From an optimization exercise on the open Yosys and OpenROAD flow, aimed at small area, a short achievable clock period and few clock cycles per item; shortcuts taken in it are not production practice.
Only simulation tests tie the RTL to the original design; equivalence was not proved.

### design/flow/config.mk
export PLATFORM = sky130hd
export DESIGN_NAME = gf_mult_top
export DESIGN_NICKNAME = gf_mult_top
export VERILOG_FILES = /design/flow/design.v
export SDC_FILE = /design/flow/constraint.sdc
export NUM_CORES = 4
export LEC_CHECK = 0
export CAP_MARGIN = 20
export CORE_MARGIN = 2
export CORE_UTILIZATION = 50
export CTS_BUF_LIST = sky130_fd_sc_hd__clkbuf_8
export SETUP_SLACK_MARGIN = 4.5
export SLEW_MARGIN = 20
### design/flow/constraint.sdc
create_clock -name core_clock -period 8.0 [get_ports {clk}]
set_input_delay 1.6000 -clock core_clock [delete_from_list [all_inputs] [get_ports {clk}]]
set_output_delay 1.6000 -clock core_clock [all_outputs]
set_load 0.01 [all_outputs]
### design/flow/design.v
package gf_field_pkg;
  localparam int FIELD_W = 163;
  localparam int DIGIT_W = 33;
  localparam int NUM_DIGITS = 5;
  localparam int REST_W = (NUM_DIGITS - 1) * DIGIT_W;
  localparam int TOP_W  = FIELD_W - REST_W;
  localparam int CHUNKS  = (FIELD_W + DIGIT_W - 1) / DIGIT_W;
  localparam int HALF_LO = DIGIT_W / 2;
  localparam int HALF_HI = DIGIT_W - HALF_LO;
  localparam int KARATSUBA_LEVELS = 1;
  typedef logic [FIELD_W-1:0] gf_elem_t;
  typedef logic [DIGIT_W-1:0] gf_digit_t;
endpackage
package mult_seq_pkg;
  localparam int NUM_STEPS = 5;
  typedef logic [NUM_STEPS-1:0] step_t;
endpackage
`timescale 1ns/1ns
module digit_feeder
(
  input  logic      clk,
  input  logic      rst_n,
  input  logic      start,
  input  gf_field_pkg::gf_elem_t  a,
  input  gf_field_pkg::gf_elem_t  b,
  output gf_field_pkg::gf_elem_t  a_reg,
  output logic [gf_field_pkg::CHUNKS*gf_field_pkg::HALF_HI-1:0] a_sum,
  output gf_field_pkg::gf_digit_t digit,
  output logic [gf_field_pkg::HALF_HI-1:0] d_sum,
  output mult_seq_pkg::step_t     step,
  output logic      running
);
  localparam int D = gf_field_pkg::DIGIT_W;
  localparam int R = gf_field_pkg::REST_W;
  localparam int C = gf_field_pkg::CHUNKS;
  localparam int L = gf_field_pkg::HALF_LO;
  localparam int U = gf_field_pkg::HALF_HI;
  logic [C*D-1:0] a_pad;
  logic [C*U-1:0] a_sum_in;
  logic [R-1:0]                        b_sh;       
  gf_field_pkg::gf_digit_t             nxt;        
  always_ff @(posedge clk or negedge rst_n) begin
    if (!rst_n) begin
      running <= 1'b0;
      step    <= '0;
    end else begin
      running <= start;
      if (!start)
        step <= '0;
      else if (!running)
        step <= mult_seq_pkg::step_t'(1);
      else
        step <= step << 1;
    end
  end
  assign nxt = running ? b_sh[R-1 -: D] : D'(b[gf_field_pkg::FIELD_W-1:R]);
  assign a_pad = (C*D)'(a);
  always_comb begin
    for (int m = 0; m < C; m++)
      a_sum_in[m*U +: U] = a_pad[m*D + L +: U] ^ U'(a_pad[m*D +: L]);
  end
  always_ff @(posedge clk) begin
    if (!running) begin
      a_reg <= a;
      a_sum <= a_sum_in;
      b_sh  <= b[R-1:0];
    end else begin
      b_sh  <= b_sh << D;
    end
    digit <= nxt;
    d_sum <= nxt[D-1:L] ^ U'(nxt[L-1:0]);
  end
endmodule
`timescale 1ns/1ns
module digit_mac
(
  input  logic      clk,
  input  gf_field_pkg::gf_elem_t  a_reg,
  input  logic [gf_field_pkg::CHUNKS*gf_field_pkg::HALF_HI-1:0] a_sum,
  input  gf_field_pkg::gf_digit_t digit,
  input  logic [gf_field_pkg::HALF_HI-1:0] d_sum,
  input  logic      first,
  output gf_field_pkg::gf_elem_t  acc,
  output gf_field_pkg::gf_elem_t  acc_next
);
  localparam int W  = gf_field_pkg::FIELD_W;
  localparam int D  = gf_field_pkg::DIGIT_W;
  localparam int WW = W + D;                    
  logic [W-1:0]  acc_fb;
  logic [WW-1:0] wide;
  assign acc_fb = first ? '0 : acc;
  localparam int NC = gf_field_pkg::CHUNKS;
  localparam int L  = gf_field_pkg::HALF_LO;
  localparam int U  = gf_field_pkg::HALF_HI;
  logic [NC*D-1:0] a_pad;
  logic [2*D-2:0]  prod [NC];
  assign a_pad = (NC*D)'(a_reg);
  for (genvar m = 0; m < NC; m++) begin : g_chunk
    logic [2*L-2:0] zl;
    logic [2*U-2:0] zh, zm;
    clmul_kara #(.N(L), .LEVELS(gf_field_pkg::KARATSUBA_LEVELS)) u_lo (
      .x (a_pad[m*D +: L]),
      .y (digit[L-1:0]),
      .z (zl)
    );
    clmul_kara #(.N(U), .LEVELS(gf_field_pkg::KARATSUBA_LEVELS)) u_hi (
      .x (a_pad[m*D + L +: U]),
      .y (digit[D-1:L]),
      .z (zh)
    );
    clmul_kara #(.N(U), .LEVELS(gf_field_pkg::KARATSUBA_LEVELS)) u_mid (
      .x (a_sum[m*U +: U]),
      .y (d_sum),
      .z (zm)
    );
    assign prod[m] = (2*D-1)'(zl)
                   ^ ((2*D-1)'(zm ^ zh ^ (2*U-1)'(zl)) << L)
                   ^ ((2*D-1)'(zh) << (2*L));
  end
  always_comb begin
    wide = {acc_fb, {D{1'b0}}};
    for (int m = 0; m < NC; m++)
      wide = wide ^ (WW'(prod[m]) << (m*D));
  end
  always_comb begin
    acc_next = wide[W-1:0];
    for (int j = 0; j < D; j++) begin
      acc_next[j]     = acc_next[j]     ^ wide[W+j];
      acc_next[j + 3] = acc_next[j + 3] ^ wide[W+j];
      acc_next[j + 6] = acc_next[j + 6] ^ wide[W+j];
      acc_next[j + 7] = acc_next[j + 7] ^ wide[W+j];
    end
  end
  always_ff @(posedge clk) acc <= acc_next;
endmodule
module clmul_kara #(
  parameter int N      = 28,
  parameter int LEVELS = 2
) (
  input  logic [N-1:0]   x,
  input  logic [N-1:0]   y,
  output logic [2*N-2:0] z
);
  if (LEVELS == 0 || N < 4) begin : g_school
    always_comb begin
      z = '0;
      for (int i = 0; i < N; i++)
        z = z ^ (((2*N-1)'(x) << i) & {(2*N-1){y[i]}});
    end
  end else begin : g_split
    localparam int L = N / 2;
    localparam int U = N - L;
    logic [2*L-2:0] zl;
    logic [2*U-2:0] zh, zm;
    clmul_kara #(.N(L), .LEVELS(LEVELS - 1)) u_lo (
      .x (x[L-1:0]),
      .y (y[L-1:0]),
      .z (zl)
    );
    clmul_kara #(.N(U), .LEVELS(LEVELS - 1)) u_hi (
      .x (x[N-1:L]),
      .y (y[N-1:L]),
      .z (zh)
    );
    clmul_kara #(.N(U), .LEVELS(LEVELS - 1)) u_mid (
      .x (x[N-1:L] ^ U'(x[L-1:0])),
      .y (y[N-1:L] ^ U'(y[L-1:0])),
      .z (zm)
    );
    assign z = (2*N-1)'(zl)
             ^ ((2*N-1)'(zm ^ zh ^ (2*U-1)'(zl)) << L)
             ^ ((2*N-1)'(zh) << (2*L));
  end
endmodule
`timescale 1ns/1ns
module result_stage
(
  input  logic     clk,
  input  logic     rst_n,
  input  logic     start,
  input  logic     last,
  input  gf_field_pkg::gf_elem_t acc,
  output gf_field_pkg::gf_elem_t p,
  output logic     done
);
  gf_field_pkg::gf_elem_t p_hold;    
  logic                   show;      
  always_ff @(posedge clk or negedge rst_n) begin
    if (!rst_n) begin
      p_hold <= '0;
      show   <= 1'b0;
      done   <= 1'b0;
    end else begin
      show <= start && last;
      if (show)
        p_hold <= acc;
      if (!start)
        done <= 1'b0;
      else if (last)
        done <= 1'b1;
    end
  end
  assign p = show ? acc : p_hold;
endmodule
`timescale 1ns/1ns
module gf_mult_top
(
  input  logic     clk,
  input  logic     rst_n,
  input  logic     start,
  input  gf_field_pkg::gf_elem_t a,
  input  gf_field_pkg::gf_elem_t b,
  output gf_field_pkg::gf_elem_t p,
  output logic     done
);
  gf_field_pkg::gf_elem_t              a_reg;
  gf_field_pkg::gf_digit_t             digit;
  logic [gf_field_pkg::CHUNKS*gf_field_pkg::HALF_HI-1:0] a_sum;
  logic [gf_field_pkg::HALF_HI-1:0]    d_sum;
  mult_seq_pkg::step_t                 step;
  logic                                running;
  gf_field_pkg::gf_elem_t              acc;
  gf_field_pkg::gf_elem_t              acc_next;
  digit_feeder u_feeder (
    .clk     (clk),
    .rst_n   (rst_n),
    .start   (start),
    .a       (a),
    .b       (b),
    .a_reg   (a_reg),
    .a_sum   (a_sum),
    .digit   (digit),
    .d_sum   (d_sum),
    .step    (step),
    .running (running)
  );
  digit_mac u_mac (
    .clk      (clk),
    .a_reg    (a_reg),
    .a_sum    (a_sum),
    .digit    (digit),
    .d_sum    (d_sum),
    .first    (step[0]),
    .acc      (acc),
    .acc_next (acc_next)
  );
  result_stage u_result (
    .clk      (clk),
    .rst_n    (rst_n),
    .start    (start),
    .last     (step[gf_field_pkg::NUM_DIGITS-1]),
    .acc      (acc),
    .p        (p),
    .done     (done)
  );
endmodule
### design/flow/flow/run.sh
#!/bin/bash
set -euo pipefail
export BUFFER_PORTS_ARGS="-buffer_cell sky130_fd_sc_hd__buf_1"
bash standard.sh > standard.log 2>&1
### design/flow/standard.sh
#!/bin/bash
# synth_recipe.tcl (not shown) runs the flow's synth.tcl, then flattens the netlist and writes it again
# the make line also repeats each setting of config.mk as NAME=value (left out here)
make -C /OpenROAD-flow-scripts/flow DESIGN_CONFIG=/design/flow/config.mk WORK_HOME=/design/flow/orfs CLKGATE_MAP_FILE= SYNTH_SCRIPT=/design/flow/synth_recipe.tcl "${@:-finish}"
==> flow_summary.json, run 1 <==
{
  "synth.avg_cell_area_sq_um": 8.299,
  "synth-main-ff-cell": "dfxtp_1",
  "worst_pin_slew_ns": 1.155,
  "hold_depth": 1,
  "min_period_over_period_pct": 48.91,
  "cts-root-buf": "clkbuf_8",
  "cp_data_arrival_time_ns": 2.31,
  "hp-start": "u_feeder.b_sh[130]",
  "path_clk_slew_ns": 0.06,
  "layout-drive-gt1-share_pct": 11.16,
  "drt-pass1-iter-count": 8,
  "status": "complete, no violations",
  "drc": 0,
  "grt_pass1_vias": 58080,
  "core_area_sq_um": 147700,
  "die_x_um": 389.5,
  "finalInstanceArea_sq_um": 83500,
  "syn-num-nets": 9282,
  "synth_async_sr_flop_share_pct": 22.59,
  "rows": 141,
  "port_buffers": 492,
  "yosys.cell_types.count": 33,
  "vias": 63270,
  "postRouteAntennaNets": 0,
  "gp_congestion": 1.052,
  "slowest_stage": "dfrtp_4",
  "skew_ns": 0.06574,
  "cp-end-kind": "output pin",
  "place_hpwl_mm": 229.3,
  "synth_most_common_cell": "xnor2_1",
  "reg2reg_to": "u_mac.acc[25]",
  "multiInputGateArea_sq_um": 54230,
  "routed_via_density": 5.622,
  "fmax_mhz": 255.6,
  "slew_viol_final": 0,
  "drt-total-wl_mm": 315.4,
  "fin_setup_tns_ns": 0,
  "start_util_pct": 50.32,
  "path_delay_family": "buffers and inverters",
  "grt_start_max_net_pins": 159,
  "reg2reg_slack_ns": 4.33,
  "cts_buffers": 139,
  "die_h_um": 389.5,
  "drtIter0Drc": 10220,
  "grt_overflow": 0,
  "path_buf_inv": 3,
  "critPathMaxFanout": 18,
  "rsz0062_at_grt": "true",
  "yosys.area.top_type": "xnor2_1",
  "seq_area_sq_um": 18540,
  "seq_area_frac_synth_pct": 24.81,
  "utilization_pct": 56.55,
  "slowest_delay_ns": 0.48,
  "synthToLayoutAreaGrowth_pct": 12.38,
  "synth_seq_cells": 757,
  "whs_endpoint": "u_feeder.digit[31]",
  "crit_chain": "buf_12 -> buf_16 -> mux2_2 -> buf_1",
  "maxSlewHeadroom_pct": 22.47,
  "start_kind": "flip-flop",
  "wl_per_cell_um": 28.03,
  "syn-cell-area_sq_um": 74300,
  "ys_warn_count": 6,
  "postPlaceCellArea_sq_um": 77240,
  "required_ns": 6.40,
  "antenna_found_initial": 24,
  "synth_area_leaders": "xnor2_1 (33%), nand2_1 (11%), xor2_1 (9.8%)",
  "h-tree-depth": 4,
  "grt_pass1_wl_mm": 437.5,
  "hold_violations": 0,
  "setup_viol": 0,
  "cts.sink_count": 757,
  "fin_crit_ns": 3.912,
  "die-area_sq_um": 151700,
  "ioPinCount": 493,
  "synth_top_area_share_pct": 33.11,
  "crit_type": "reg2out",
  "grtUsageTotal_pct": 40.08,
  "fillers": 13470,
  "cts_buffer_depth": 3,
  "cts_tree": "yes",
  "synthesis.instances": 8953,
  "drv_cap": 0,
  "worstReg2RegStart": "u_feeder.a_reg[7]",
  "yosys-top-cells-count": "xnor2_1 (2809), nand2_1 (2204), nor2_1 (894)",
  "min_path_type": "reg2reg",
  "synth_edf_count": 242,
  "r2r_cells": 8,
  "final_nets": 9527,
  "clk_latency_ns": 0.95
}
[metrics by stage]
stage	instances	hold WS [ns]	setup slack, ns
after global placement	10890	0.4359	3.646
after floorplan	8953	0.4119	3.216
final	11250	0.4411	4.088
after CTS	11190	0.4396	3.983
after detailed placement	10890	0.4383	3.886
after global routing	11250	0.4651	4.026
[cells by family (layout without fill, tap and decap cells)]
family	after synthesis	count (layout)	share of synthesized area, %
multiplexers	308	308	4.659
flip-flops	757	757	24.81
buffers and inverters	646	1007	3.767
AO/OA/AOI/OAI	19	19	0.1650
AND/OR/NAND/NOR	3384	3384	18.07
other	0	10	0
XOR/XNOR	3839	3839	48.53
[worst max path at each step]
stage,start,to,slack [ns],cells after the start
finish,u_result.show,p[100],4.09,4
global route,u_result.show,p[100],4.03,4
CTS,u_result.show,p[88],3.98,4
detailed placement,u_feeder.digit[23],u_mac.acc[6],3.89,10
global placement,u_feeder.digit[32],u_mac.acc[123],3.65,9
floorplan,u_feeder.running,u_feeder.a_reg[0],3.22,4
[layout by cell type (no fill, tap or decap), drive strengths merged]
cell,n
a21oi,3
a22oi,10
and2,3
and2b,2
and3,4
buf,721
bufbuf,3
bufinv,8
clkbuf,182
clkinv,32
clkinvlp,4
dfrtp,171
dfxtp,344
diode,10
edfxtp,242
inv,57
mux2,303
mux2i,5
nand2,2206
nand2b,97
nand3b,1
nor2,894
nor2b,175
o21a,1
o21ai,5
or3b,2
xnor2,2854
xnor3,138
xor2,841
xor3,6
[metal layers]
metal	vias up	global-route usage, %	share of wire, %
met5	-	0	0.053
met2	4575	56.32	40
met1	30270	55.45	40
li1	27640	-	-
met3	771	13.55	15
met4	22	17.29	5.2
[area by class of cell]
type	instances	share of cell area (%)
Tap cell	1930	2.892
Timing Repair Buffer	746	6.371
Clock inverter	97	0.8976
Clock buffer	160	2.637
Multi-Input combinational cell	7550	64.94
Antenna cell	10	0.02997
Inverter	4	0.02248
Sequential cell	757	22.21
[repair_timing]
action	CTS	global route
pin swaps	4	2
buffers inserted	28	50
setup endpoints to repair	288	217
resized for setup	175	263
cloned	14	9
hold buffers	0	0
Testbench counts, summed over its fixed seeds: cycles 2,688, items 384.
==> run 2: changes to the inputs <==
--- a/design/flow/design.v
+++ b/design/flow/design.v
@@ -1,7 +1,7 @@
 package gf_field_pkg;
   localparam int FIELD_W = 163;
-  localparam int DIGIT_W = 33;
-  localparam int NUM_DIGITS = 5;
+  localparam int DIGIT_W = 41;
+  localparam int NUM_DIGITS = 4;
   localparam int REST_W = (NUM_DIGITS - 1) * DIGIT_W;
   localparam int TOP_W  = FIELD_W - REST_W;
   localparam int CHUNKS  = (FIELD_W + DIGIT_W - 1) / DIGIT_W;
@@ -12,7 +12,7 @@
   typedef logic [DIGIT_W-1:0] gf_digit_t;
 endpackage
 package mult_seq_pkg;
-  localparam int NUM_STEPS = 5;
+  localparam int NUM_STEPS = 4;
   typedef logic [NUM_STEPS-1:0] step_t;
 endpackage
 `timescale 1ns/1ns
--- a/design/flow/config.mk
+++ b/design/flow/config.mk
@@ -8,6 +8,5 @@
 export CAP_MARGIN = 20
 export CORE_MARGIN = 2
 export CORE_UTILIZATION = 50
-export CTS_BUF_LIST = sky130_fd_sc_hd__clkbuf_8
 export SETUP_SLACK_MARGIN = 4.5
 export SLEW_MARGIN = 20
==> run 2 against run 1 <==
Worst hold slack worse by 0.00064 ns. Sequential cell count increased by 3. Still clean on timing, DRC and antenna. First-iteration DRC count increased by 5.9%. Register-to-register slack better by 0.07 ns. Sequential share of layout area fell by 3.0 points. Global-route usage grew 3.8 points. Synthesized area is 12% higher. Setup slack gained 0.045 ns. Clock skew rose by 0.0014 ns.
==> flow_summary.json, run 2 <==
{
  "postRouteAntennaNets": 0,
  "drt-pass1-iter-count": 8,
  "drv_cap": 0,
  "port_buffers": 492,
  "drtIter0Drc": 10830,
  "grt_pass1_vias": 69480,
  "hold_depth": 1,
  "crit_type": "reg2out",
  "vias": 75310,
  "min_path_type": "reg2reg",
  "whs_ns": 0.4405,
  "cp_data_arrival_time_ns": 2.27,
  "mostFrequentLayoutCells": "xnor2_1 (3236), nand2_1 (2717), nor2_1 (1114)",
  "synth_seq_cells": 760,
  "ctsHoldBuffers": 0,
  "grt_start_max_net_pins": 127,
  "ioPinCount": 493,
  "utilization_pct": 58.77,
  "layout-drive-gt1-share_pct": 12.91,
  "critPathMaxFanout": 8,
  "yosys.area.top_type": "xnor2_1",
  "final_nets": 11280,
  "wl_per_cell_um": 29.39,
  "setup_ws_ns": 4.132,
  "cp-end-kind": "output pin",
  "min_period_over_period_pct": 48.35,
  "die-area_sq_um": 170200,
  "synthToLayoutAreaGrowth_pct": 16.45,
  "synth_top_area_share_pct": 36.16,
  "cts_tree": "yes",
  "path_clk_slew_ns": 0.07,
  "synth_area_leaders": "xnor2_1 (36%), nand2_1 (12%), xor2_1 (11%)",
  "cts-root-buf": "clkbuf_16",
  "reg2reg_slack_ns": 4.40,
  "path_delay_family": "buffers and inverters",
  "antenna_found_initial": 33,
  "grt_overflow": 0,
  "crit_cells": 5,
  "cts.sink_count": 760,
  "slew_viol_final": 0,
  "skew_ns": 0.06717,
  "die_h_um": 412.6,
  "place_worst_setup_slack_ns": 3.644,
  "synth.avg_cell_area_sq_um": 7.905,
  "fin_crit_ns": 3.868,
  "r2r_cells": 9,
  "yosys.cell_types.count": 32,
  "setup_viol": 0,
  "drt-total-wl_mm": 388.6,
  "core_area_sq_um": 165400,
  "slowest_stage": "dfrtp_4",
  "crit_chain": "buf_16 -> buf_12 -> buf_16 -> mux2_4 -> buf_6",
  "path_buf_inv": 4,
  "synth_async_sr_flop_share_pct": 22.37,
  "fmax_mhz": 258.6,
  "met2_usage_pct": 65.34,
  "yosys-top-cells-count": "xnor2_1 (3446), nand2_1 (2717), nor2_1 (1114)",
  "final_cell_count_no_fill": 13220,
  "rows": 149,
  "ys_warn_count": 6,
  "grt_pass1_wl_mm": 531.8,
  "gp_congestion": 1.027,
  "cpMostUsedCell": "buf_16",
  "synth-main-ff-cell": "dfxtp_1",
  "cts_buffers": 90,
  "cts_buffer_depth": 3,
  "maxSlewHeadroom_pct": 24.59,
  "rsz0062_at_grt": "true",
  "grt_busiest_layer": "met2",
  "place_hpwl_mm": 280.2,
  "grtUsageTotal_pct": 43.91,
  "required_ns": 6.40,
  "h-tree-depth": 3,
  "slowest_delay_ns": 0.50,
  "routed_via_density": 5.697,
  "syn-num-nets": 10890,
  "start_kind": "flip-flop",
  "drc": 0,
  "worst_pin_slew_ns": 1.123,
  "die_x_um": 412.6,
  "synth_edf_count": 243,
  "seq_area_frac_synth_pct": 22.16,
  "syn-cell-area_sq_um": 83460,
  "synthesis.instances": 10560,
  "fin_setup_tns_ns": 0,
  "reg2reg_to": "u_mac.acc[117]",
  "status": "complete, no violations",
  "hp-start": "u_feeder.b_sh[58]",
  "synth_most_common_cell": "xnor2_1",
  "start_util_pct": 50.47,
  "hold_violations": 0,
  "worstReg2RegStart": "u_feeder.a_reg[102]",
  "layout_commonest_cell": "xnor2_1",
  "whs_endpoint": "u_feeder.b_sh[99]",
  "grt_use_met3_pct": 12.18,
  "dp.cells": 12740,
  "met1_usage_pct": 56.89,
  "clk_latency_ns": 0.80
}
## run 2: cell count changes after synthesis, sizes merged, moves of 13 or more
cell    before   now
xor2       841  1024
nand2     2206  2718
mux2       303   290
buf        386   346
nor2       894  1114
nor2b      175   151
clkbuf     256   416
xnor3      138   124
nand2b      97   120
xnor2     2854  3470
## run 2: worst reg2reg max path: stages (launching register included)
cell	delay (ns)
edfxtp_1	0.84
nand2_1	0.15
xor2_1	0.20
xnor2_1	0.23
xnor2_1	0.11
xnor2_1	0.54
xnor2_1	0.22
xnor2_2	0.55
xnor2_1	0.18
xnor2_1	0.43
## run 2: stage by stage
| step | cell area (sq um) |
|---|---|
| finish | 97190 |
| detailed placement | 87470 |
| CTS | 94980 |
| floorplan | 83490 |
| global placement | 87380 |
| global route | 97180 |
## run 2: cell families after synthesis
| kind of cell | count (synthesis) | share of synthesized area [%] |
|---|---|---|
| compound gates | 10 | 0.08095 |
| xor+xnor | 4620 | 50.81 |
| buf+inv | 765 | 3.671 |
| flops | 760 | 22.16 |
| mux | 291 | 3.925 |
| simple gates | 4112 | 19.35 |
## run 2: layer usage
layer  vias to the layer above  part of all wire (%)
li1                      32580                     -
met5                         -                 0.022
met3                      1118                    13
met2                      5245                    42
met4                        12                   7.4
met1                     36360                    37
## run 2: layout make-up
type,count,area (sq um)
clock buffers,124,2556
clock inverters,44,613.1
inverters,3,15.01
multi-input cells,9033,64420
well taps,2189,2739
fillers,14830,68170
flip-flops and latches,760,18670
repair buffers,1058,8164
diodes,8,20.02
## run 2: how the worst max path moves through the flow
stage	start	endpoint	slack (ns)
after CTS	u_result.show	p[21]	4.15
after global placement	u_feeder.digit[1]	u_mac.acc[34]	3.53
after global routing	u_result.show	p[83]	4.13
after floorplan	u_feeder.running	u_feeder.a_reg[0]	3.25
after detailed placement	u_feeder.digit[7]	u_mac.acc[8]	3.64
final	u_result.show	p[83]	4.13
## run 2: what timing repair did
action / in CTS / in global routing
setup endpoints to repair: 308 / 258
setup buffers: 173 / 101
gates cloned: 17 / 8
endpoints found under the hold margin: 0 / 0
resized for setup: 394 / 227
pin swaps: 19 / 28
Testbench counts of run 2, summed over its fixed seeds: cycles 2,304, items 384.
==> run 3: changes to the inputs <==
--- a/design/flow/design.v
+++ b/design/flow/design.v
@@ -3,7 +3,6 @@
   localparam int DIGIT_W = 41;
   localparam int NUM_DIGITS = 4;
   localparam int REST_W = (NUM_DIGITS - 1) * DIGIT_W;
-  localparam int TOP_W  = FIELD_W - REST_W;
   localparam int CHUNKS  = (FIELD_W + DIGIT_W - 1) / DIGIT_W;
   localparam int HALF_LO = DIGIT_W / 2;
   localparam int HALF_HI = DIGIT_W - HALF_LO;
@@ -35,10 +34,10 @@
   localparam int C = gf_field_pkg::CHUNKS;
   localparam int L = gf_field_pkg::HALF_LO;
   localparam int U = gf_field_pkg::HALF_HI;
-  logic [C*D-1:0] a_pad;
-  logic [C*U-1:0] a_sum_in;
-  logic [R-1:0]                        b_sh;       
-  gf_field_pkg::gf_digit_t             nxt;        
+  logic [C*D-1:0]          a_pad;
+  logic [C*U-1:0]          a_sum_in;
+  logic [R-1:0]            b_sh;       
+  gf_field_pkg::gf_digit_t nxt;        
   always_ff @(posedge clk or negedge rst_n) begin
     if (!rst_n) begin
       running <= 1'b0;
--- a/design/flow/config.mk
+++ b/design/flow/config.mk
@@ -8,5 +8,7 @@
 export CAP_MARGIN = 20
 export CORE_MARGIN = 2
 export CORE_UTILIZATION = 50
+export CTS_CLUSTER_DIAMETER = 200
+export CTS_CLUSTER_SIZE = 20
 export SETUP_SLACK_MARGIN = 4.5
 export SLEW_MARGIN = 20
==> run 3 against run 2 <==
Largest cell class unchanged. Count of clock-buffer cells in the layout is 49 lower. Sequential share of layout area up 0.35 points. Setup slack gained 0.070 ns. Clock skew increased by 0.016 ns. Wire length increased by 0.40%. Design area shrank 1.7%. Die area did not move. Still clean.
==> flow_summary.json, run 3 <==
{
  "cts.sink_count": 760,
  "grt_start_max_net_pins": 127,
  "synth_edf_count": 243,
  "seq_area_frac_synth_pct": 22.16,
  "syn-cell-area_sq_um": 83460,
  "clk_latency_ns": 0.77,
  "crit_cells": 4,
  "die_x_um": 412.6,
  "ioPinCount": 493,
  "drt-total-wl_mm": 390.1,
  "whs_ns": 0.4203,
  "grt_overflow": 0,
  "cts_buffer_depth": 3,
  "place_hpwl_mm": 280.2,
  "crit_chain": "buf_16 -> buf_16 -> mux2_2 -> buf_1",
  "final_nets": 11240,
  "place_worst_setup_slack_ns": 3.644,
  "start_kind": "flip-flop",
  "worstReg2RegStart": "u_feeder.digit[33]",
  "routed_via_density": 5.706,
  "wl_per_cell_um": 29.69,
  "layout_commonest_cell": "xnor2_1",
  "synth_top_area_share_pct": 36.16,
  "die-area_sq_um": 170200,
  "synthesis.instances": 10560,
  "synth-main-ff-cell": "dfxtp_1",
  "cts_buffers": 45,
  "synth_most_common_cell": "xnor2_1",
  "min_path_type": "reg2reg",
  "yosys-top-cells-count": "xnor2_1 (3446), nand2_1 (2717), nor2_1 (1114)",
  "path_delay_family": "buffers and inverters",
  "synth_area_leaders": "xnor2_1 (36%), nand2_1 (12%), xor2_1 (11%)",
  "postRouteAntennaNets": 0,
  "worst_pin_slew_ns": 1.228,
  "path_clk_slew_ns": 0.08,
  "ctsHoldBuffers": 0,
  "drv_cap": 0,
  "path_buf_inv": 3,
  "critPathMaxFanout": 17,
  "startpoint": "u_result.show",
  "grt_pass1_wl_mm": 527.6,
  "cpMostUsedCell": "buf_16",
  "ys_warn_count": 6,
  "cts-root-buf": "clkbuf_16",
  "port_buffers": 492,
  "start_util_pct": 50.47,
  "synth_async_sr_flop_share_pct": 22.37,
  "setup_viol": 0,
  "slew_viol_final": 0,
  "syn-num-nets": 10890,
  "reg2reg_slack_ns": 4.42,
  "drtIter0Drc": 10810,
  "skew_ns": 0.08297,
  "cp-end-kind": "output pin",
  "hold_violations": 0,
  "core_area_sq_um": 165400,
  "slowest_delay_ns": 0.45,
  "reg2reg_to": "u_mac.acc[123]",
  "drt-pass1-iter-count": 6,
  "rows": 149,
  "fin_setup_tns_ns": 0,
  "required_ns": 6.40,
  "vias": 74980,
  "synth.avg_cell_area_sq_um": 7.905,
  "maxSlewHeadroom_pct": 17.52,
  "grt_pass1_vias": 68500,
  "rsz0062_at_grt": "true",
  "cp_data_arrival_time_ns": 2.20,
  "setup_ws_ns": 4.202,
  "layout-drive-gt1-share_pct": 12.06,
  "cts_tree": "yes",
  "die_h_um": 412.6,
  "synthToLayoutAreaGrowth_pct": 14.44,
  "min_period_over_period_pct": 47.47,
  "synth_seq_cells": 760,
  "r2r_cells": 10,
  "yosys.cell_types.count": 32,
  "status": "complete, no violations",
  "crit_type": "reg2out",
  "slowest_stage": "dfrtp_4",
  "yosys.area.top_type": "xnor2_1",
  "endpoint": "p[148]",
  "antenna_found_initial": 25,
  "mostFrequentLayoutCells": "xnor2_1 (3246), nand2_1 (2717), nor2_1 (1114)",
  "h-tree-depth": 2,
  "drc": 0,
  "gp_congestion": 1.027,
  "fmax_mhz": 263.3,
  "grtUsageTotal_pct": 43.45,
  "fin_crit_ns": 3.798
}
[run 3: cell counts after synthesis]
Identical to the previous run, type by type.
[run 3: per-layer routing]
layer | global-route usage [%] | vias up | routed length (um)
met4 | 23.29 | 10 | 30680
met5 | 0.02826 | - | 113
li1 | - | 32410 | -
met3 | 12.12 | 1102 | 50300
met2 | 65.22 | 5145 | 163600
met1 | 56.38 | 36310 | 145400
[run 3: how the worst min path moves through the flow]
stage	from	endpoint	slack [ns]	cells after the start
after floorplan	u_feeder.b_sh[122]	u_feeder.digit[40]	0.41	1
after global placement	u_feeder.b_sh[1]	u_feeder.b_sh[42]	0.43	1
after detailed placement	u_feeder.b_sh[15]	u_feeder.b_sh[56]	0.44	1
after CTS	u_feeder.b_sh[44]	u_feeder.b_sh[85]	0.43	1
after global routing	u_feeder.b_sh[44]	u_feeder.b_sh[85]	0.44	1
final	u_feeder.b_sh[44]	u_feeder.b_sh[85]	0.42	1
[run 3: cell type report]
type | count | area (sq um)
well taps | 2189 | 2739
flip-flops and latches | 760 | 18680
repair buffers | 1063 | 8356
fillers | 15070 | 69850
clock buffers | 75 | 1260
clock inverters | 7 | 110.1
diodes | 9 | 22.52
inverters | 3 | 15.01
multi-input cells | 9033 | 64330
[run 3: cell families (layout without fill, tap and decap cells)]
kind of cell | count (synthesis) | after routing | share of synthesized area (%)
AND/OR/NAND/NOR | 4112 | 4112 | 19.35
multiplexers | 291 | 291 | 3.925
flip-flops | 760 | 760 | 22.16
XOR/XNOR | 4620 | 4620 | 50.81
AO/OA/AOI/OAI | 10 | 10 | 0.08095
buffers and inverters | 765 | 1148 | 3.671
other | 0 | 9 | 0
[run 3: through the flow]
stage / instance area (sq um) / util [%] / std cells
finish: 95510 / 57.76 / 13140
global route: 95490 / 57.75 / 13130
CTS: 92650 / 56.03 / 12990
detailed placement: 87470 / 52.90 / 12740
global placement: 87380 / 52.84 / 12740
floorplan: 83490 / - / 10560
[run 3: what timing repair did]
| item | 4_1_cts | 5_1_grt |
|---|---|---|
| pin swaps | 19 | 36 |
| resized for setup | 352 | 271 |
| setup endpoints to repair | 306 | 258 |
| buffers inserted | 149 | 123 |
| gates cloned | 14 | 18 |
Testbench counts of run 3, summed over its fixed seeds: cycles 2,304, items 384.
==> run 4: changes to the inputs <==
--- a/design/flow/config.mk
+++ b/design/flow/config.mk
@@ -7,8 +7,9 @@
 export LEC_CHECK = 0
 export CAP_MARGIN = 20
 export CORE_MARGIN = 2
-export CORE_UTILIZATION = 50
-export CTS_CLUSTER_DIAMETER = 200
-export CTS_CLUSTER_SIZE = 20
+export CORE_UTILIZATION = 58
+export CTS_CLUSTER_DIAMETER = 180
+export CTS_CLUSTER_SIZE = 16
+export PLACE_DENSITY = 0.66
 export SETUP_SLACK_MARGIN = 4.5
 export SLEW_MARGIN = 20
==> run 4 against run 3 <==
Via count up 0.41%. Critical endpoint unchanged. First-iteration DRC count increased by 10%. Still clean on timing, DRC and antenna. Largest cell class unchanged. Die area is 14% lower. Global-route usage rose by 4.2 points.
==> flow_summary.json, run 4 <==
{
  "cts-root-buf": "clkbuf_16",
  "synth_area_leaders": "xnor2_1 (36%), nand2_1 (12%), xor2_1 (11%)",
  "yosys.area.top_type": "xnor2_1",
  "cp_data_arrival_time_ns": 2.19,
  "wl_per_cell_um": 28.70,
  "core_area_sq_um": 143100,
  "die-area_sq_um": 146900,
  "ys_warn_count": 6,
  "path_buf_inv": 4,
  "fin_crit_ns": 3.792,
  "synth_edf_count": 243,
  "seq_area_frac_synth_pct": 22.16,
  "clk_latency_ns": 0.80,
  "path_clk_slew_ns": 0.08,
  "place_hpwl_mm": 262.8,
  "synthToLayoutAreaGrowth_pct": 12.91,
  "syn-cell-area_sq_um": 83460,
  "rsz0062_at_grt": "true",
  "hold_violations": 0,
  "cts_tree": "yes",
  "maxSlewHeadroom_pct": 12.87,
  "cpMostUsedCell": "buf_12",
  "synth_seq_cells": 760,
  "vias": 75280,
  "reg2reg_to": "u_mac.acc[109]",
  "slew_viol_final": 0,
  "skew_ns": 0.09516,
  "drt-total-wl_mm": 366.2,
  "drv_cap": 0,
  "drt-pass1-iter-count": 6,
  "grtUsageTotal_pct": 47.65,
  "routed_via_density": 5.901,
  "critPathMaxFanout": 17,
  "cts.sink_count": 760,
  "reg2reg_slack_ns": 4.38,
  "postRouteAntennaNets": 0,
  "synth_async_sr_flop_share_pct": 22.37,
  "slowest_stage": "dfrtp_4",
  "gp_congestion": 1.057,
  "final_nets": 11140,
  "syn-num-nets": 10890,
  "start_kind": "flip-flop",
  "worstReg2RegStart": "u_feeder.a_reg[109]",
  "drtIter0Drc": 11900,
  "required_ns": 6.40,
  "utilization_pct": 65.84,
  "layout-drive-gt1-share_pct": 11.38,
  "grt_pass1_wl_mm": 507.5,
  "setup_viol": 0,
  "hp-start": "u_feeder.b_sh[22]",
  "grt_start_max_net_pins": 149,
  "synth-main-ff-cell": "dfxtp_1",
  "crit_chain": "buf_12 -> buf_12 -> buf_16 -> mux2_2 -> clkbuf_2",
  "status": "complete, no violations",
  "die_x_um": 383.3,
  "rows": 139,
  "yosys-top-cells-count": "xnor2_1 (3446), nand2_1 (2717), nor2_1 (1114)",
  "start_util_pct": 58.31,
  "fin_setup_tns_ns": 0,
  "r2r_cells": 8,
  "port_buffers": 492,
  "cp-end-kind": "output pin",
  "die_h_um": 383.3,
  "h-tree-depth": 2,
  "grt_pass1_vias": 68830,
  "hold_depth": 1,
  "layout_commonest_cell": "xnor2_1",
  "min_period_over_period_pct": 47.40,
  "antenna_found_initial": 24,
  "drc": 0,
  "synth_most_common_cell": "xnor2_1",
  "ioPinCount": 493,
  "whs_endpoint": "u_feeder.b_sh[63]",
  "synth.avg_cell_area_sq_um": 7.905,
  "min_path_type": "reg2reg",
  "mostFrequentLayoutCells": "xnor2_1 (3245), nand2_1 (2717), nor2_1 (1113)",
  "synth_top_area_share_pct": 36.16,
  "grt_overflow": 0,
  "yosys.cell_types.count": 32,
  "cts_buffer_depth": 3,
  "crit_type": "reg2out",
  "cts_buffers": 55,
  "path_delay_family": "buffers and inverters",
  "worst_pin_slew_ns": 1.298,
  "fmax_mhz": 263.7,
  "slowest_delay_ns": 0.43,
  "synthesis.instances": 10560
}
[run 4: changes by cell type in the layout (fill, tap and decap cells not counted), moves of 4 or more]
| cell | delta |
|---|---|
| buf_1 | -17 |
| buf_6 | -11 |
| xor2_1 | +4 |
| clkbuf_1 | +7 |
| dfxtp_2 | +13 |
| xnor2_4 | +5 |
| buf_4 | -77 |
| xor2_2 | -6 |
| buf_12 | -11 |
| bufbuf_16 | -4 |
| dfxtp_4 | -16 |
| buf_2 | +13 |
| clkbuf_2 | +7 |
[run 4: metal layers]
layer,vias up,part of all wire (%),GRT usage [%]
met5,-,0.016,0
met4,8,8.4,28.86
met3,1367,15,15.67
met2,5964,41,68.77
met1,35700,36,61.57
li1,32250,-,-
[run 4: repair_timing]
item,4_1_cts,5_1_grt
hold buffers,0,0
buffers inserted,110,101
gates resized for setup,369,236
setup endpoints to repair,308,271
gates cloned,10,10
pin swaps,15,28
[run 4: cell families (layout without fill, tap and decap cells)]
kind of cell / count (synthesis) / count (layout) / share of synthesized area [%]
AOI/OAI and AO/OA: 10 / 10 / 0.08095
xor gates and xnor gates: 4620 / 4622 / 50.81
buffers and inverters: 765 / 1053 / 3.671
DFF: 760 / 760 / 22.16
muxes: 291 / 291 / 3.925
other: 0 / 7 / 0
and+or+nand+nor: 4112 / 4112 / 19.35
[run 4: per-stage QoR]
step | instance area, sq um | cells | hold slack (ns) | worst slack [ns]
final | 94230 | 12760 | 0.4217 | 4.208
after global routing | 94220 | 12750 | 0.4413 | 4.185
after CTS | 91820 | 12640 | 0.4321 | 4.197
after detailed placement | 86770 | 12420 | 0.4395 | 3.589
after global placement | 86670 | 12420 | 0.4341 | 3.398
after floorplan | 83490 | 10560 | 0.4119 | 3.251
[run 4: cell type report]
| class | instances | area, sq um |
|---|---|---|
| multi-input cells | 9035 | 64420 |
| fillers | 12000 | 48900 |
| flip-flops and latches | 760 | 18630 |
| repair buffers | 952 | 7118 |
| well taps | 1903 | 2381 |
| clock buffers | 91 | 1511 |
| clock inverters | 7 | 132.6 |
| diodes | 7 | 17.52 |
| inverters | 3 | 15.01 |
[run 4: worst max-delay path by stage]
| stage | from | endpoint | slack [ns] | depth (start not counted) |
|---|---|---|---|---|
| floorplan | u_feeder.running | u_feeder.a_reg[0] | 3.25 | 4 |
| finish | u_result.show | p[148] | 4.21 | 5 |
| global route | u_result.show | p[148] | 4.18 | 5 |
| global placement | u_feeder.d_sum[5] | u_mac.acc[8] | 3.40 | 11 |
| detailed placement | u_feeder.digit[34] | u_mac.acc[21] | 3.59 | 11 |
| CTS | u_result.show | p[49] | 4.20 | 4 |
[run 4: worst reg2reg max path: cells and delay by family, from the launching register on]
family	cells	cell delay, ns
DFF	1	0.75
and+or+nand+nor	1	0.14
xor gates and xnor gates	7	2.48
==> run 5: changes to the inputs <==
--- a/design/flow/config.mk
+++ b/design/flow/config.mk
@@ -7,9 +7,8 @@
 export LEC_CHECK = 0
 export CAP_MARGIN = 20
 export CORE_MARGIN = 2
-export CORE_UTILIZATION = 58
+export CORE_UTILIZATION = 50
 export CTS_CLUSTER_DIAMETER = 180
 export CTS_CLUSTER_SIZE = 16
-export PLACE_DENSITY = 0.66
-export SETUP_SLACK_MARGIN = 4.5
+export SETUP_SLACK_MARGIN = 4.6
 export SLEW_MARGIN = 20
==> run 5 against run 4 <==
Critical path depth unchanged. Still clean on timing, DRC and antenna. Worst hold slack gained 0.0021 ns. Setup slack got worse by 0.073 ns. Register-to-register slack gained 0.08 ns. Wire length grew 8.7%. Clock skew grew 0.012 ns. Synthesized area did not move. Global-route usage shrank 3.8 points. Maximum frequency down 1.9%. Highest routed layer unchanged. Sequential cell count stayed put. Via count rose by 0.45%.
==> flow_summary.json, run 5 <==
{
  "status": "complete, no violations",
  "synth_top_family_by_area": "XOR/XNOR gates",
  "cts_buffers": 56,
  "crit_chain": "buf_16 -> buf_12 -> buf_16 -> mux2_2 -> clkbuf_2",
  "cp_data_arrival_time_ns": 2.26,
  "path_buf_inv": 4,
  "clk_latency_ns": 0.80,
  "final_nets": 11350,
  "critPathMaxFanout": 8,
  "rows": 149,
  "slowest_stage": "dfrtp_4",
  "synth_seq_cells": 760,
  "layout-drive-gt1-share_pct": 13.10,
  "synthMuxAreaShare_pct": 3.925,
  "min_path_type": "reg2reg",
  "min_period_over_period_pct": 48.31,
  "cpMostUsedCell": "buf_16",
  "path_delay_family": "buffers and inverters",
  "fin_setup_tns_ns": 0,
  "synth.avg_cell_area_sq_um": 7.905,
  "yosys.area_share.simple_pct": 19.35,
  "die_h_um": 412.6,
  "synthToLayoutAreaGrowth_pct": 16.53,
  "synth-main-ff-cell": "dfxtp_1",
  "drt-pass1-iter-count": 8,
  "reg2reg_slack_ns": 4.46,
  "grt_pass1_vias": 69200,
  "vias": 75620,
  "utilization_pct": 58.81,
  "synth_xor_area_share_pct": 50.81,
  "required_ns": 6.40,
  "yosys.cell_types.count": 32,
  "h-tree-depth": 2,
  "drc": 0,
  "path_clk_slew_ns": 0.07,
  "synth_area_leaders": "xnor2_1 (36%), nand2_1 (12%), xor2_1 (11%)",
  "place_worst_setup_slack_ns": 3.644,
  "cts-root-buf": "clkbuf_16",
  "grt_start_max_net_pins": 127,
  "drtIter0Drc": 11100,
  "ctsHoldBuffers": 0,
  "postRouteAntennaNets": 0,
  "drv_cap": 0,
  "grt_pass1_wl_mm": 532.1,
  "layout_commonest_cell": "xnor2_1",
  "crit_type": "reg2out",
  "mostFrequentLayoutCells": "xnor2_1 (3211), nand2_1 (2717), nor2_1 (1114)",
  "seq_area_frac_synth_pct": 22.16,
  "core_area_sq_um": 165400,
  "antenna_found_initial": 28,
  "setup_ws_ns": 4.135,
  "port_buffers": 492,
  "ys_warn_count": 6,
  "drt-total-wl_mm": 397.9,
  "cp-end-kind": "output pin",
  "wl_per_cell_um": 30.03,
  "yosys.area.top_type": "xnor2_1",
  "fmax_mhz": 258.7,
  "synth-adder-area-share_pct": 0,
  "cts.sink_count": 760,
  "setup_viol": 0,
  "synth_async_sr_flop_share_pct": 22.37,
  "yosys-top-cells-count": "xnor2_1 (3446), nand2_1 (2717), nor2_1 (1114)",
  "grtUsageTotal_pct": 43.90,
  "crit_cells": 5,
  "worst_pin_slew_ns": 1.123,
  "endpoint": "p[95]",
  "grt_overflow": 0,
  "ioPinCount": 493,
  "syn-num-nets": 10890,
  "fin_crit_ns": 3.865,
  "r2r_cells": 9,
  "cts_tree": "yes",
  "die_x_um": 412.6,
  "synth_top_area_share_pct": 36.16,
  "cts_buffer_depth": 3,
  "rsz0062_at_grt": "true",
  "gp_congestion": 1.027,
  "synthesis.instances": 10560,
  "slew_viol_final": 0,
  "start_kind": "flip-flop",
  "routed_via_density": 5.706,
  "skew_ns": 0.1067,
  "syn-cell-area_sq_um": 83460,
  "whs_ns": 0.4239,
  "slowest_delay_ns": 0.49,
  "maxSlewHeadroom_pct": 24.61,
  "startpoint": "u_result.show",
  "synth_compound_area_share_pct": 0.08095,
  "start_util_pct": 50.47,
  "worstReg2RegStart": "u_feeder.a_reg[61]",
  "die-area_sq_um": 170200,
  "place_hpwl_mm": 280.2,
  "synth_most_common_cell": "xnor2_1",
  "hold_violations": 0,
  "synth_edf_count": 243,
  "reg2reg_to": "u_mac.acc[75]"
}
-- run 5: worst reg2reg max path: stages, from the launching register on --
cell	delay [ns]
edfxtp_1	0.78
nand2_1	0.16
xnor2_1	0.21
xnor2_1	0.15
xnor2_1	0.10
xnor2_1	0.79
xnor2_1	0.28
xnor2_1	0.63
xnor2_1	0.16
xnor2_1	0.15
-- run 5: how the worst min path moves through the flow --
stage                       startpoint                 end  slack, ns  cells past startpoint
finish               u_feeder.b_sh[43]   u_feeder.b_sh[84]       0.42                      1
CTS                  u_feeder.b_sh[43]   u_feeder.b_sh[84]       0.42                      1
global placement      u_feeder.b_sh[1]   u_feeder.b_sh[42]       0.43                      1
global route         u_feeder.b_sh[43]   u_feeder.b_sh[84]       0.45                      1
floorplan           u_feeder.b_sh[122]  u_feeder.digit[40]       0.41                      1
detailed placement   u_feeder.b_sh[15]   u_feeder.b_sh[56]       0.44                      1
-- run 5: cells by family (layout without fill, tap and decap cells) --
kind of cell              count (synthesis)  after routing
and+or+nand+nor                        4112           4112
buffers and inverters                   765           1267
xor gates and xnor gates               4620           4620
other                                     0              4
DFF                                     760            760
AOI/OAI and AO/OA                        10             10
muxes                                   291            291
-- run 5: area by class of cell --
type | count | area, sq um
antenna | 4 | 10.01
clock buffer | 90 | 1529
clock inverter | 9 | 145.1
fill | 14810 | 68110
inverter | 3 | 15.01
multi-input combinational | 9033 | 64680
sequential | 760 | 18690
tap | 2189 | 2739
timing repair buffer | 1165 | 9448
-- run 5: stage by stage --
step	instances	instance area, sq um
global placement	12740	87380
CTS	13060	94100
floorplan	10560	83490
finish	13250	97250
detailed placement	12740	87470
global route	13250	97240
-- run 5: what timing repair did --
item                       CTS  global route
pin swaps                   34            57
cloned                      18            25
setup buffers              203           160
resized for setup          434           191
setup endpoints to repair  313           270
-- run 5: metal layers --
metal | global-route usage, % | vias to the layer above | wire length, um
met2 | 65.81 | 5274 | 165100
met5 | 0 | - | 241
met1 | 57.21 | 36400 | 146300
li1 | - | 32660 | -
met4 | 24.48 | 8 | 35250
met3 | 11.41 | 1278 | 50940
==> run 6: changes to the inputs <==
--- a/design/flow/config.mk
+++ b/design/flow/config.mk
@@ -7,8 +7,9 @@
 export LEC_CHECK = 0
 export CAP_MARGIN = 20
 export CORE_MARGIN = 2
-export CORE_UTILIZATION = 50
+export CORE_UTILIZATION = 66
 export CTS_CLUSTER_DIAMETER = 180
 export CTS_CLUSTER_SIZE = 16
-export SETUP_SLACK_MARGIN = 4.6
+export PLACE_DENSITY = 0.74
+export SETUP_SLACK_MARGIN = 4.5
 export SLEW_MARGIN = 20
==> run 6 against run 5 <==
Largest cell class unchanged. Sequential cell count did not move. Design area fell by 3.3%. Critical endpoint is now u_mac.acc[37]. Sequential share of layout area rose by 0.57 points. Critical path depth rose by 4. Via count rose by 2.8%. First-iteration DRC count rose by 27%.
==> flow_summary.json, run 6 <==
{
  "skew_ns": 0.08970,
  "grt_pass1_wl_mm": 508.6,
  "synthesis.instances": 10560,
  "antenna_found_initial": 23,
  "path_clk_slew_ns": 0.11,
  "gp_congestion": 1.097,
  "die_x_um": 359.6,
  "reg2reg_slack_ns": 4.21,
  "status": "complete, no violations",
  "synth_seq_cells": 760,
  "reg2reg_to": "u_mac.acc[37]",
  "maxSlewHeadroom_pct": 13.62,
  "cts_buffer_depth": 3,
  "cts_tree": "yes",
  "clk_latency_ns": 0.77,
  "start_util_pct": 66.46,
  "slowest_delay_ns": 0.90,
  "synth.avg_cell_area_sq_um": 7.905,
  "yosys-top-cells-count": "xnor2_1 (3446), nand2_1 (2717), nor2_1 (1114)",
  "fillers": 9163,
  "vias": 77710,
  "min_path_type": "reg2reg",
  "synthToLayoutAreaGrowth_pct": 12.68,
  "ys_warn_count": 6,
  "synth_edf_count": 243,
  "place_hpwl_mm": 257.6,
  "mostFrequentLayoutCells": "xnor2_1 (3210), nand2_1 (2717), nor2_1 (1114)",
  "hold_violations": 0,
  "synth_top_area_share_pct": 36.16,
  "multiInputGateArea_sq_um": 64870,
  "grt_overflow": 0,
  "synth_area_leaders": "xnor2_1 (36%), nand2_1 (12%), xor2_1 (11%)",
  "fin_crit_ns": 3.789,
  "cp_data_arrival_time_ns": 4.41,
  "routed_via_density": 6.232,
  "grt_pass1_vias": 71110,
  "seq_area_sq_um": 18610,
  "start_kind": "flip-flop",
  "syn-num-nets": 10890,
  "layout-drive-gt1-share_pct": 10.87,
  "slowest_stage": "edfxtp_1",
  "required_ns": 8.62,
  "drtIter0Drc": 14060,
  "synth_most_common_cell": "xnor2_1",
  "die-area_sq_um": 129300,
  "cts-root-buf": "clkbuf_16",
  "wl_met3_mm": 63.85,
  "worstReg2RegStart": "u_feeder.a_reg[18]",
  "h-tree-depth": 2,
  "drt-pass1-iter-count": 9,
  "postPlaceCellArea_sq_um": 86040,
  "critPathMaxFanout": 11,
  "cpMostUsedCell": "xnor2_1",
  "port_buffers": 492,
  "postRouteAntennaNets": 0,
  "r2r_cells": 9,
  "drt-total-wl_mm": 368.6,
  "final_nets": 11090,
  "wl_per_cell_um": 29.56,
  "crit_cells": 9,
  "rsz0062_at_grt": "true",
  "grtUsageTotal_pct": 53.79,
  "wl_met2_mm": 145.7,
  "rows": 130,
  "finalInstanceArea_sq_um": 94040,
  "drc": 0,
  "yosys.area.top_type": "xnor2_1",
  "cts.sink_count": 760,
  "yosys.cell_types.count": 32,
  "seq_area_frac_synth_pct": 22.16,
  "layout_commonest_cell": "xnor2_1",
  "syn-cell-area_sq_um": 83460,
  "core_area_sq_um": 125600,
  "ioPinCount": 493,
  "grt_start_max_net_pins": 143,
  "startpoint": "u_feeder.a_reg[18]",
  "min_period_over_period_pct": 47.37,
  "fmax_mhz": 263.9,
  "path_buf_inv": 0,
  "top_layer": "met5",
  "endpoint": "u_mac.acc[37]",
  "crit_type": "reg2reg",
  "wl_met1_mm": 123.8,
  "cp-end-kind": "flip-flop",
  "fin_setup_tns_ns": 0,
  "crit_chain": "nand2_1 -> xnor2_1 -> xnor2_1 -> xnor2_1 -> xnor2_1 -> xnor2_1 -> xnor2_1 -> xnor3_1 -> xnor2_1",
  "worst_pin_slew_ns": 1.286,
  "slew_viol_final": 0,
  "drv_cap": 0,
  "ctsHoldBuffers": 0,
  "path_delay_family": "XOR/XNOR gates",
  "synth-main-ff-cell": "dfxtp_1",
  "cts_buffers": 53,
  "synth_async_sr_flop_share_pct": 22.37,
  "setup_viol": 0,
  "die_h_um": 359.6
}
[run 6: cell types whose count changed in the layout (fill, tap and decap cells not counted), moves of 12 or more]
cell	before	now
clkbuf_16	81	62
dfxtp_2	19	35
buf_12	103	80
mux2_4	0	12
dfxtp_4	42	16
buf_4	472	262
mux2_2	290	278
buf_6	28	48
[run 6: timing repair]
item | CTS | global route
setup endpoints to repair | 316 | 291
cloned | 13 | 8
gates resized for setup | 362 | 242
pin swaps | 17 | 21
buffers inserted | 131 | 86
[run 6: cell type report]
class | instances | share of cell area [%]
Clock inverter | 4 | 0.05189
Antenna cell | 14 | 0.03725
Multi-Input combinational cell | 9034 | 68.98
Tap cell | 1650 | 2.195
Inverter | 3 | 0.01597
Timing Repair Buffer | 913 | 7.339
Clock buffer | 91 | 1.585
Sequential cell | 760 | 19.79
[run 6: cell families (layout without fill, tap and decap cells)]
group | after synthesis | count (layout) | share of synthesized area, %
simple gates | 4112 | 4112 | 19.35
compound gates | 10 | 10 | 0.08095
other cells | 0 | 14 | 0
xor+xnor | 4620 | 4621 | 50.81
buf+inv | 765 | 1011 | 3.671
mux | 291 | 291 | 3.925
flops | 760 | 760 | 22.16
[run 6: per-stage QoR]
step	setup WS [ns]	hold WS [ns]	std cells	utilization [%]
detailed placement	3.592	0.4422	12120	68.52
global route	4.230	0.4395	12460	74.87
floorplan	3.251	0.4119	10560	-
finish	4.211	0.4141	12470	74.89
global placement	3.464	0.4347	12120	68.46
CTS	4.239	0.4152	12360	72.89
[run 6: worst min path at each step]
stage / startpoint / end / slack (ns) / depth (start not counted)
after global placement: u_feeder.b_sh[32] / u_feeder.b_sh[73] / 0.43 / 1
final: u_feeder.b_sh[65] / u_feeder.b_sh[106] / 0.41 / 1
after CTS: u_feeder.b_sh[36] / u_feeder.b_sh[77] / 0.42 / 1
after global routing: u_feeder.b_sh[65] / u_feeder.b_sh[106] / 0.44 / 1
after floorplan: u_feeder.b_sh[122] / u_feeder.digit[40] / 0.41 / 1
after detailed placement: u_feeder.b_sh[5] / u_feeder.b_sh[46] / 0.44 / 1
[run 6: layer usage]
layer,vias to the layer above,track usage [%]
met5,-,0
met4,16,34.45
met3,1906,22.42
met2,7231,76.28
met1,36390,67.01
li1,32170,-
==> run 7: changes to the inputs <==
--- a/design/flow/design.v
+++ b/design/flow/design.v
@@ -1,7 +1,7 @@
 package gf_field_pkg;
   localparam int FIELD_W = 163;
-  localparam int DIGIT_W = 41;
-  localparam int NUM_DIGITS = 4;
+  localparam int DIGIT_W = 33;
+  localparam int NUM_DIGITS = 5;
   localparam int REST_W = (NUM_DIGITS - 1) * DIGIT_W;
   localparam int CHUNKS  = (FIELD_W + DIGIT_W - 1) / DIGIT_W;
   localparam int HALF_LO = DIGIT_W / 2;
@@ -11,7 +11,7 @@
   typedef logic [DIGIT_W-1:0] gf_digit_t;
 endpackage
 package mult_seq_pkg;
-  localparam int NUM_STEPS = 4;
+  localparam int NUM_STEPS = 5;
   typedef logic [NUM_STEPS-1:0] step_t;
 endpackage
 `timescale 1ns/1ns
--- a/design/flow/config.mk
+++ b/design/flow/config.mk
@@ -7,9 +7,9 @@
 export LEC_CHECK = 0
 export CAP_MARGIN = 20
 export CORE_MARGIN = 2
-export CORE_UTILIZATION = 66
+export CORE_UTILIZATION = 58
 export CTS_CLUSTER_DIAMETER = 180
 export CTS_CLUSTER_SIZE = 16
-export PLACE_DENSITY = 0.74
+export PLACE_DENSITY = 0.66
 export SETUP_SLACK_MARGIN = 4.5
 export SLEW_MARGIN = 20
==> run 7 against run 6 <==
Global-route usage down 8.9 points. Register-to-register slack improved by 0.25 ns. Critical path depth fell by 4. Synthesized cell count fell by 15%. Largest cell class unchanged.
==> flow_summary.json, run 7 <==
{
  "dp.cells": 10610,
  "syn-num-nets": 9282,
  "cp_data_arrival_time_ns": 2.15,
  "reg2reg_slack_ns": 4.46,
  "skew_ns": 0.06771,
  "synth_top_area_share_pct": 33.11,
  "final_cell_count_no_fill": 10850,
  "required_ns": 6.40,
  "rows": 131,
  "fin_crit_ns": 3.748,
  "path_clk_slew_ns": 0.08,
  "yosys.area.top_type": "xnor2_1",
  "status": "complete, no violations",
  "seq_area_frac_synth_pct": 24.81,
  "synth_most_common_cell": "xnor2_1",
  "port_buffers": 492,
  "synth-main-ff-cell": "dfxtp_1",
  "core_area_sq_um": 127400,
  "gp_congestion": 1.030,
  "mostFrequentLayoutCells": "xnor2_1 (2707), nand2_1 (2204), nor2_1 (894)",
  "die-area_sq_um": 131000,
  "synth_area_leaders": "xnor2_1 (33%), nand2_1 (11%), xor2_1 (9.8%)",
  "setup_viol": 0,
  "die_x_um": 361.9,
  "final_nets": 9459,
  "wl_per_cell_um": 28.27,
  "drtIter0Drc": 10580,
  "drc": 0,
  "synthesis.instances": 8953,
  "die_h_um": 361.9,
  "hp-start": "u_feeder.b_sh[131]",
  "cts_buffer_depth": 3,
  "worst_pin_slew_ns": 1.147,
  "fmax_mhz": 266.8,
  "worstReg2RegStart": "u_feeder.a_reg[130]",
  "grt_overflow": 0,
  "layout-drive-gt1-share_pct": 10.56,
  "cts.sink_count": 757,
  "grt_start_max_net_pins": 148,
  "syn-cell-area_sq_um": 74300,
  "synthToLayoutAreaGrowth_pct": 10.34,
  "grt_pass1_wl_mm": 426.3,
  "place_hpwl_mm": 222.7,
  "drv_cap": 0,
  "h-tree-depth": 2,
  "min_period_over_period_pct": 46.85,
  "cp-end-kind": "output pin",
  "routed_via_density": 5.831,
  "rsz0062_at_grt": "true",
  "synth_async_sr_flop_share_pct": 22.59,
  "maxSlewHeadroom_pct": 22.95,
  "vias": 63260,
  "synth.avg_cell_area_sq_um": 8.299,
  "drt-total-wl_mm": 306.7,
  "clk_latency_ns": 0.75,
  "yosys-top-cells-count": "xnor2_1 (2809), nand2_1 (2204), nor2_1 (894)",
  "synth_seq_cells": 757,
  "layout_commonest_cell": "xnor2_1",
  "startpoint": "u_result.show",
  "crit_type": "reg2out",
  "grt_pass1_vias": 58110,
  "yosys.cell_types.count": 33,
  "min_path_type": "reg2reg",
  "slew_viol_final": 0,
  "drt-pass1-iter-count": 8,
  "hold_violations": 0,
  "cts_buffers": 53,
  "ys_warn_count": 6,
  "start_util_pct": 58.34,
  "start_kind": "flip-flop",
  "ctsHoldBuffers": 0,
  "cts-root-buf": "clkbuf_16",
  "synth_edf_count": 242,
  "critPathMaxFanout": 10,
  "fin_setup_tns_ns": 0,
  "ioPinCount": 493,
  "cts_tree": "yes",
  "grtUsageTotal_pct": 44.91,
  "antenna_found_initial": 28,
  "postRouteAntennaNets": 0
}
-- run 7: repair_timing --
| action | in CTS | in global routing |
|---|---|---|
| gates resized for setup | 195 | 258 |
| pin swaps | 1 | 11 |
| gates cloned | 10 | 16 |
| setup buffers | 53 | 46 |
| endpoints found under the setup margin | 264 | 234 |
-- run 7: final timing paths --
path	cells after the start	end
setup reg to reg	7	u_mac.acc[137]
setup / recovery	5	p[6]
hold reg to reg	1	u_feeder.digit[32]
min in group asynchronous	1	u_feeder.step[1]
max in group asynchronous	2	u_result.p_hold[56]
hold / removal	1	u_feeder.digit[32]
-- run 7: cell type report --
class / count / area [sq um]
fillers: 10920 / 45370
clock inverters: 4 / 91.34
flip-flops and latches: 757 / 18540
clock buffers: 89 / 1471
multi-input cells: 7550 / 54270
inverters: 4 / 18.77
repair buffers: 764 / 5473
well taps: 1662 / 2079
diodes: 18 / 45.04
-- run 7: kinds of logic (layout without fill, tap and decap cells) --
group,count (synthesis),count (layout),synth area share (%)
buffers and inverters,646,861,3.767
muxes,308,308,4.659
and+or+nand+nor,3384,3384,18.07
xor gates and xnor gates,3839,3839,48.53
other,0,18,0
DFF,757,757,24.81
AOI/OAI and AO/OA,19,19,0.1650
-- run 7: metrics by stage --
step | setup slack [ns] | hold WS, ns | util [%] | instance area [sq um]
floorplan | 3.216 | 0.4119 | - | 74340
global placement | 3.734 | 0.4228 | 60.33 | 76830
detailed placement | 3.813 | 0.4221 | 60.34 | 76850
CTS | 4.239 | 0.4411 | 62.91 | 80120
global route | 4.230 | 0.4613 | 64.36 | 81970
finish | 4.252 | 0.4392 | 64.37 | 81980
-- run 7: worst max-delay path: stages, from the launching register on --
cell and delay, ns:
dfrtp_4 0.50, buf_12 0.15, buf_4 0.17, buf_16 0.16, mux2_2 0.29, buf_1 0.15
-- run 7: routing by layer --
metal	global-route usage, %	share of wire (%)	vias to the layer above
li1	-	-	27450
met1	61.75	39	30340
met2	63.56	40	4603
met3	15.65	15	859
met4	18.86	5.8	10
met5	0	0.024	-
Testbench counts of run 7, summed over its fixed seeds: cycles 2,688, items 384.

==> port drivers added, routing unchanged <==
Ports are ideal in the flow. The routed layouts listed here were re-timed in OpenROAD. Step 1, drivers: a clkbuf_16 drives clk and a buf_2 each remaining input, both assumed. Step 2 times the ports against the registers' clock, not the clock port: input delays grow and output delays shrink by t, the midpoint of the rising clock arrivals with the driver on. a / b / c = no drivers / after step 1 / after step 2; a / b = the first two.
| run | t, ns | setup WS [ns] | latest minus earliest clock arrival (ns) | worst register clock-pin slew, ns | worst data-port slew with drivers (ns) |
|---|---|---|---|---|---|
| run 1 | 1.004 | 4.087 / 3.997 / 4.335 | 0.066 / 0.065 | 0.07 / 0.07 | 0.10 |
| run 2 | 0.863 | 4.132 / 4.036 / 4.396 | 0.074 / 0.074 | 0.10 / 0.10 | 0.07 |
| run 3 | 0.811 | 4.202 / 4.115 / 4.419 | 0.083 / 0.083 | 0.12 / 0.12 | 0.08 |
| run 4 | 0.837 | 4.208 / 4.121 / 4.384 | 0.095 / 0.095 | 0.11 / 0.11 | 0.10 |
| run 5 | 0.843 | 4.135 / 4.046 / 4.464 | 0.112 / 0.112 | 0.12 / 0.12 | 0.08 |
| run 6 | 0.822 | 4.211 / 4.130 / 4.211 | 0.090 / 0.090 | 0.11 / 0.11 | 0.09 |
| run 7 | 0.806 | 4.252 / 4.159 / 4.460 | 0.072 / 0.071 | 0.11 / 0.11 | 0.10 |
After both steps every run listed still meets setup and hold.
